What follows belongs to an exercise in optimizing a design on an open flow for small area; a production flow would make more cautious choices.
Only simulation tests tie the RTL to the original design; equivalence was not proved.
No driver is modelled on the clock port, so clock power and skew are understated where the tree is cut down; a real chip needs a root buffer or a tree.
Power figures rest on the tool's default switching activity, not on a simulated workload.

JK:
// cordic_sincos
module cordic_sincos (
    input  logic               clk,
    input  logic               rst_n,
    input  cordic_pkg::angle_t angle,
    output cordic_pkg::angle_t sine,
    output cordic_pkg::angle_t cosine
);
Size: roughly 26 I/O pins.
export LEC_CHECK = 0
export CAP_MARGIN = 5
export CORE_MARGIN = 2
export CORE_UTILIZATION = 50
export GPL_TIMING_DRIVEN = 0
export SETUP_SLACK_MARGIN = -0.15
export SLEW_MARGIN = 5
create_clock -name core_clock -period 4.0 [get_ports {clk}]
standard.sh (not shown) runs the stock make flow with config.mk's settings and CLKGATE_MAP_FILE= SYNTH_SCRIPT=/design/flow/synth_recipe.tcl, a recipe that flattens the netlist after the stock synthesis.
==> flow/flow/run.sh <==
#!/bin/bash
# Own layout flow: the standard layout, except that
#  - the clock tree is two levels of small buffers (flow/pre_cts.tcl), no skew;
#  - ports are buffered with the smallest buffer.
# Registers, their names and cell types are those of the standard synthesis.
set -euo pipefail
HERE=$(pwd)

# the standard synthesis script with only the ABC script swapped
sed -e 's|log_cmd abc {\*}\$abc_args|log_cmd abc -script '"$HERE"'/flow/abc_map.script {*}[lrange $abc_args 2 end]|' \
    "$FLOW_HOME/scripts/synth.tcl" > "$HERE/synth_area.tcl"
grep -q 'abc_map.script' "$HERE/synth_area.tcl"
sed -e 's|source \$::env(SCRIPTS_DIR)/synth.tcl|source '"$HERE"'/synth_area.tcl|' \
    "$HERE/synth_recipe.tcl" > "$HERE/own_synth.tcl"
grep -q 'synth_area.tcl' "$HERE/own_synth.tcl"

bash "$HERE/standard.sh" \
    "SYNTH_SCRIPT=$HERE/own_synth.tcl" \
    "ADDER_MAP_FILE=" \
    "PRE_CTS_TCL=$HERE/flow/pre_cts.tcl" \
    "BUFFER_PORTS_ARGS=-buffer_cell sky130_fd_sc_hd__buf_1" \
    finish > "$HERE/flow_make.log" 2>&1
==> flow/flow/abc_map.script <==
strash
dch
map
topo
stime -c
==> flow/flow/manual_cts.tcl <==
# A two-level clock tree of small buffers, built by hand in place of TritonCTS.
# The clock port drives a few root buffers; each root drives a group of leaf
# buffers, each leaf one spatial group of flip-flops. Optionally two register
# groups get useful skew for a long register-to-register path:
#  - early sinks (early_re) hang on the root nets directly;

proc mcts_center { inst } {
  set bb [$inst getBBox]
  return [list [expr {([$bb xMin] + [$bb xMax]) / 2}] [expr {([$bb yMin] + [$bb yMax]) / 2}]]
}

# split items ({x y payload}) into k groups of near-equal size, recursively
# cutting across the longer side
proc mcts_groups { items k } {
  if { $k <= 1 || [llength $items] <= 1 } { return [list $items] }
  set xs [lsort -integer [lmap i $items {lindex $i 0}]]
  set ys [lsort -integer [lmap i $items {lindex $i 1}]]
  set w [expr {[lindex $xs end] - [lindex $xs 0]}]
  set h [expr {[lindex $ys end] - [lindex $ys 0]}]
  set idx [expr {$w >= $h ? 0 : 1}]
  set sorted [lsort -integer -index $idx $items]
  set k1 [expr {$k / 2}]
  set n1 [expr {([llength $sorted] * $k1 + $k / 2) / $k}]
  return [concat [mcts_groups [lrange $sorted 0 [expr {$n1 - 1}]] $k1] \
                 [mcts_groups [lrange $sorted $n1 end] [expr {$k - $k1}]]]
}

proc mcts_nearest { xy cands } {
  # cands: list of {x y payload}; returns the payload nearest to xy
  set best ""
  set bd -1
  foreach c $cands {
    set d [expr {abs([lindex $c 0] - [lindex $xy 0]) + abs([lindex $c 1] - [lindex $xy 1])}]
    if { $bd < 0 || $d < $bd } { set bd $d; set best [lindex $c 2] }
  }
  return $best
}

# drive the iterms in group (items {x y iterm}) from a new buffer of master
# whose input is on net in_net; returns {x y inst out_net}
proc mcts_buffer { block master name group in_net } {
  set inst [odb::dbInst_create $block $master "clkbuf_$name"]
  set net [odb::dbNet_create $block "clknet_$name"]
  $net setSigType CLOCK
  set sx 0; set sy 0
  foreach item $group {
    set it [lindex $item 2]
    $it disconnect
    $it connect $net
    incr sx [lindex $item 0]; incr sy [lindex $item 1]
  }
  set n [llength $group]
  set x [expr {$sx / $n}]
  set y [expr {$sy / $n}]
  [$inst findITerm A] connect $in_net
  [$inst findITerm X] connect $net
  $inst setLocation $x $y
  $inst setPlacementStatus PLACED
  puts "manual clock tree: clkbuf_$name ([$master getName]) drives $n pins"
  return [list $x $y $inst $net]
}

proc manual_clock_tree { leaf_cell n_leaves root_cell n_roots early_re late_re n_late {late_cell ""} } {
  set db [ord::get_db]
  set block [ord::get_db_block]
  set clk [$block findNet clk]
  set leaf_master [$db findMaster $leaf_cell]
  set root_master [$db findMaster $root_cell]
  if { $late_cell eq "" } { set late_cell $leaf_cell }
  set late_master [$db findMaster $late_cell]
  set normal {}
  set early {}
  set late {}
  foreach it [$clk getITerms] {
    set inst [$it getInst]
    set item [concat [mcts_center $inst] [list $it]]
    set name [$inst getName]
    if { [regexp $early_re $name] } {
      lappend early $item
    } elseif { [regexp $late_re $name] } {
      lappend late $item
    } else {
      lappend normal $item
    }
  }
  puts "manual clock tree: [llength $normal] normal, [llength $early] early, [llength $late] late sinks"
  # normal leaves, first on the clock net, moved under the roots below
  set leaves {}
  set i 0
  foreach g [mcts_groups $normal $n_leaves] {
    lappend leaves [mcts_buffer $block $leaf_master "leaf_$i" $g $clk]
    incr i
  }
  # late leaves, fed from the nearest normal leaf's output net
  set j 0
  if { [llength $late] == 0 } { set n_late 0 }
  foreach g [lrange [mcts_groups $late $n_late] 0 [expr {$n_late - 1}]] {
    set sx 0; set sy 0
    foreach item $g { incr sx [lindex $item 0]; incr sy [lindex $item 1] }
    set xy [list [expr {$sx / [llength $g]}] [expr {$sy / [llength $g]}]]
    set src [mcts_nearest $xy [lmap l $leaves {list [lindex $l 0] [lindex $l 1] [lindex $l 3]}]]
    mcts_buffer $block $late_master "late_$j" $g $src
    incr j
  }
  # roots: each drives a group of normal leaves and the early sinks nearest to it
  set litems [lmap l $leaves {list [lindex $l 0] [lindex $l 1] [[lindex $l 2] findITerm A]}]
  set rgroups [mcts_groups $litems $n_roots]
  set centers {}
  set k 0
  foreach g $rgroups {
    set sx 0; set sy 0
    foreach item $g { incr sx [lindex $item 0]; incr sy [lindex $item 1] }
    lappend centers [list [expr {$sx / [llength $g]}] [expr {$sy / [llength $g]}] $k]
    incr k
  }
  foreach e $early {
    set r [mcts_nearest [lrange $e 0 1] $centers]
    lset rgroups $r [concat [lindex $rgroups $r] [list $e]]
  }
  set k 0
  foreach g $rgroups {
    mcts_buffer $block $root_master "root_$k" $g $clk
    incr k
  }
  global_connect
}

# Largest slew (rise or fall, max corner) over the flip-flop clock pins on net.
proc mcts_net_ff_slew { net } {
  set mx 0.0
  foreach p [get_pins -quiet -of_objects [get_nets [$net getName]] -filter "direction == input"] {
    if { [get_property $p lib_pin_name] ne "CLK" } { continue }
    foreach s [list [get_property $p slew_max_rise] [get_property $p slew_max_fall]] {
      if { $s > $mx } { set mx $s }
    }
  }
  return $mx
}

proc mcts_fix_slew { target_ns max_new max_port } {
  set block [ord::get_db_block]
  set clk [$block findNet clk]
  set added 0
  set_propagated_clock [all_clocks]
  while { $added < $max_new } {
    estimate_parasitics -placement
    set worst ""
    set worst_slew $target_ns
    foreach net [$block getNets] {
      if { ![string match "clknet_*" [$net getName]] } { continue }
      set s [mcts_net_ff_slew $net]
      if { $s > $worst_slew } { set worst_slew $s; set worst $net }
    }
    if { $worst eq "" } { break }
    set drv ""
    foreach it [$worst getITerms] {
      if { [$it isOutputSignal] } { set drv [$it getInst] }
    }
    set in_net [[$drv findITerm A] getNet]
    if { $in_net eq $clk && [llength [$clk getITerms]] >= $max_port } {
      puts "manual clock tree: [$worst getName] slew $worst_slew, but the clock port drives $max_port pins already"
      break
    }
    set items {}
    foreach it [$worst getITerms] {
      if { [$it isOutputSignal] } { continue }
      lappend items [concat [mcts_center [$it getInst]] [list $it]]
    }
    if { [llength $items] < 2 } { break }
    set halves [mcts_groups $items 2]
    puts "manual clock tree: [$worst getName] slew [format %.3f $worst_slew] ns, splitting its [llength $items] loads"
    mcts_buffer $block [$drv getMaster] "split_$added" [lindex $halves 1] $in_net
    # move the first half's buffer to that half's centre
    set sx 0; set sy 0
    foreach item [lindex $halves 0] { incr sx [lindex $item 0]; incr sy [lindex $item 1] }
    set n [llength [lindex $halves 0]]
    $drv setLocation [expr {$sx / $n}] [expr {$sy / $n}]
    incr added
  }
  global_connect
  return $added
}
Other scripts of this flow, unchanged in this note and not shown: flow/flow/pre_cts.tcl
What MS does differently from JK at the input level:
# JK
export LEC_CHECK = 0
export CAP_MARGIN = 5
export CORE_MARGIN = 2
export CORE_UTILIZATION = 50
export GPL_TIMING_DRIVEN = 0
export SETUP_SLACK_MARGIN = -0.15
export SLEW_MARGIN = 5
create_clock -name core_clock -period 4.0 [get_ports {clk}]
# MS
export LEC_CHECK = 0
export CAP_MARGIN = 5
export CORE_MARGIN = 2
export CORE_UTILIZATION = 55
export GPL_TIMING_DRIVEN = 0
export PLACE_DENSITY = 0.75
export SETUP_SLACK_MARGIN = -0.15
export SLEW_MARGIN = 5
create_clock -name core_clock -period 4.0 [get_ports {clk}]
==> flow/flow/run.sh <==
#!/bin/bash
# Own layout flow: the standard layout, except that
#  - the clock tree is two levels of small buffers (flow/pre_cts.tcl), with
#    useful skew on the delay line -> table -> result register path;
#  - ports are buffered with the smallest buffer.
# Registers, their names and cell types are those of the standard synthesis.
set -euo pipefail
HERE=$(pwd)

# the standard synthesis script with only the ABC script swapped
sed -e 's|log_cmd abc {\*}\$abc_args|log_cmd abc -script '"$HERE"'/flow/abc_area_only.script {*}[lrange $abc_args 2 end]|' \
    "$FLOW_HOME/scripts/synth.tcl" > "$HERE/synth_area.tcl"
grep -q 'abc_area_only.script' "$HERE/synth_area.tcl"
sed -e 's|source \$::env(SCRIPTS_DIR)/synth.tcl|source '"$HERE"'/synth_area.tcl|' \
    "$HERE/synth_recipe.tcl" > "$HERE/own_synth.tcl"
grep -q 'synth_area.tcl' "$HERE/own_synth.tcl"

bash "$HERE/standard.sh" \
    "SYNTH_SCRIPT=$HERE/own_synth.tcl" \
    "ADDER_MAP_FILE=" \
    "PRE_CTS_TCL=$HERE/flow/pre_cts.tcl" \
    "BUFFER_PORTS_ARGS=-buffer_cell sky130_fd_sc_hd__buf_1" \
    finish > "$HERE/flow_make.log" 2>&1
==> flow/flow/abc_area_only.script (new file) <==
strash
dch
map
topo
stime -c
diff --git a/flow/flow/manual_cts.tcl b/flow/flow/manual_cts.tcl
--- a/flow/flow/manual_cts.tcl
+++ b/flow/flow/manual_cts.tcl
@@ -1,7 +1,9 @@
 # A two-level clock tree of small buffers, built by hand in place of TritonCTS.
 # The clock port drives a few root buffers; each root drives a group of leaf
-# buffers, each leaf one spatial group of flip-flops. Optionally two register
-# groups get useful skew for a long register-to-register path:
-#  - early sinks (early_re) hang on the root nets directly;
+# buffers, each leaf one spatial group of flip-flops. Two register groups get
+# useful skew for the one long register-to-register path (last delay stage ->
+# table logic -> result register), which no port path crosses:
+#  - early sinks (the last delay stage) hang on the root nets directly;
+#  - late sinks (the result register) get leaves fed from a normal leaf's net.
 
 proc mcts_center { inst } {
removed: flow/flow/abc_map.script
[summary]
Changes observed in MS relative to JK: first-pass detailed-route iteration total higher, overall routed net length higher, wire length the detailed router placed on met1 higher, clock share of power higher.
Row count delta for MS relative to JK: 2 lower
When MS is measured against JK, its power consumption turns out 0.000033 W higher.
Between JK and MS, the cell count went down.
Going from JK to MS, clock period minus final worst setup slack climbed 0.069 ns; wire length on met2 climbed 550 um.
Logic depth of the worst setup path including buffers sits higher in MS than in JK.
Edits applied to the flow inputs when going from MS to AL:
# MS
export LEC_CHECK = 0
export CAP_MARGIN = 5
export CORE_MARGIN = 2
export CORE_UTILIZATION = 55
export GPL_TIMING_DRIVEN = 0
export PLACE_DENSITY = 0.75
export SETUP_SLACK_MARGIN = -0.15
export SLEW_MARGIN = 5
create_clock -name core_clock -period 4.0 [get_ports {clk}]
# AL
export LEC_CHECK = 0
export CAP_MARGIN = 5
export CORE_MARGIN = 2
export CORE_UTILIZATION = 50
export GPL_TIMING_DRIVEN = 0
export SETUP_SLACK_MARGIN = -0.15
export SLEW_MARGIN = 5
create_clock -name core_clock -period 4.0 [get_ports {clk}]
Findings:
- Per the comparison of AL with MS, global-route usage now smaller; maximum frequency from static timing analysis went up by about 1.8%.
- AL vs. MS: area enclosed by the die boundary now sits higher; area added between synthesis and finish now sits at about the same level; cell area after layout now sits at about the same level; cell internal power dissipation now sits at about the same level.
- AL did not stop at any stage, and its layout met the timing, DRC and antenna checks.
- From MS to AL the numbers moved as follows: biggest cell delay along the critical path grew by 0.08 ns, total setup violations reported at the end of the flow held steady.
- AL packs its core looser than MS.
No run of this note takes its clock network from TritonCTS; it comes from the design's own scripts or RTL.

-- re-timing with driven ports --
The results above use ideal ports. As a check the final layouts listed here were re-extracted and re-timed, cells and wires unchanged. Step 1, drivers: a clkbuf_16 drives clk and a buf_2 each remaining input, both assumed. Step 2, shift: input delay + t, output delay - t, t = (earliest + latest rising clock arrival at the registers) / 2. This alone moves slack from input paths to output paths. Three values: ideal, step 1, step 2; two values: the first two.
run	shift t [ns]	slack for setup (ns)	hold WS [ns]	slew at the worst register clock pin (ns)	cell pins on the clock port's net
JK	0.317	0.167 / 0.133 / 0.449	0.315 / 0.302 / 0.323	0.10 / 0.10	2
MS	0.337	0.098 / 0.064 / 0.400	0.289 / 0.277 / 0.302	0.10 / 0.10	2
AL	0.317	0.167 / 0.133 / 0.449	0.315 / 0.302 / 0.323	0.10 / 0.10	2
After both steps every run listed still meets setup and hold.
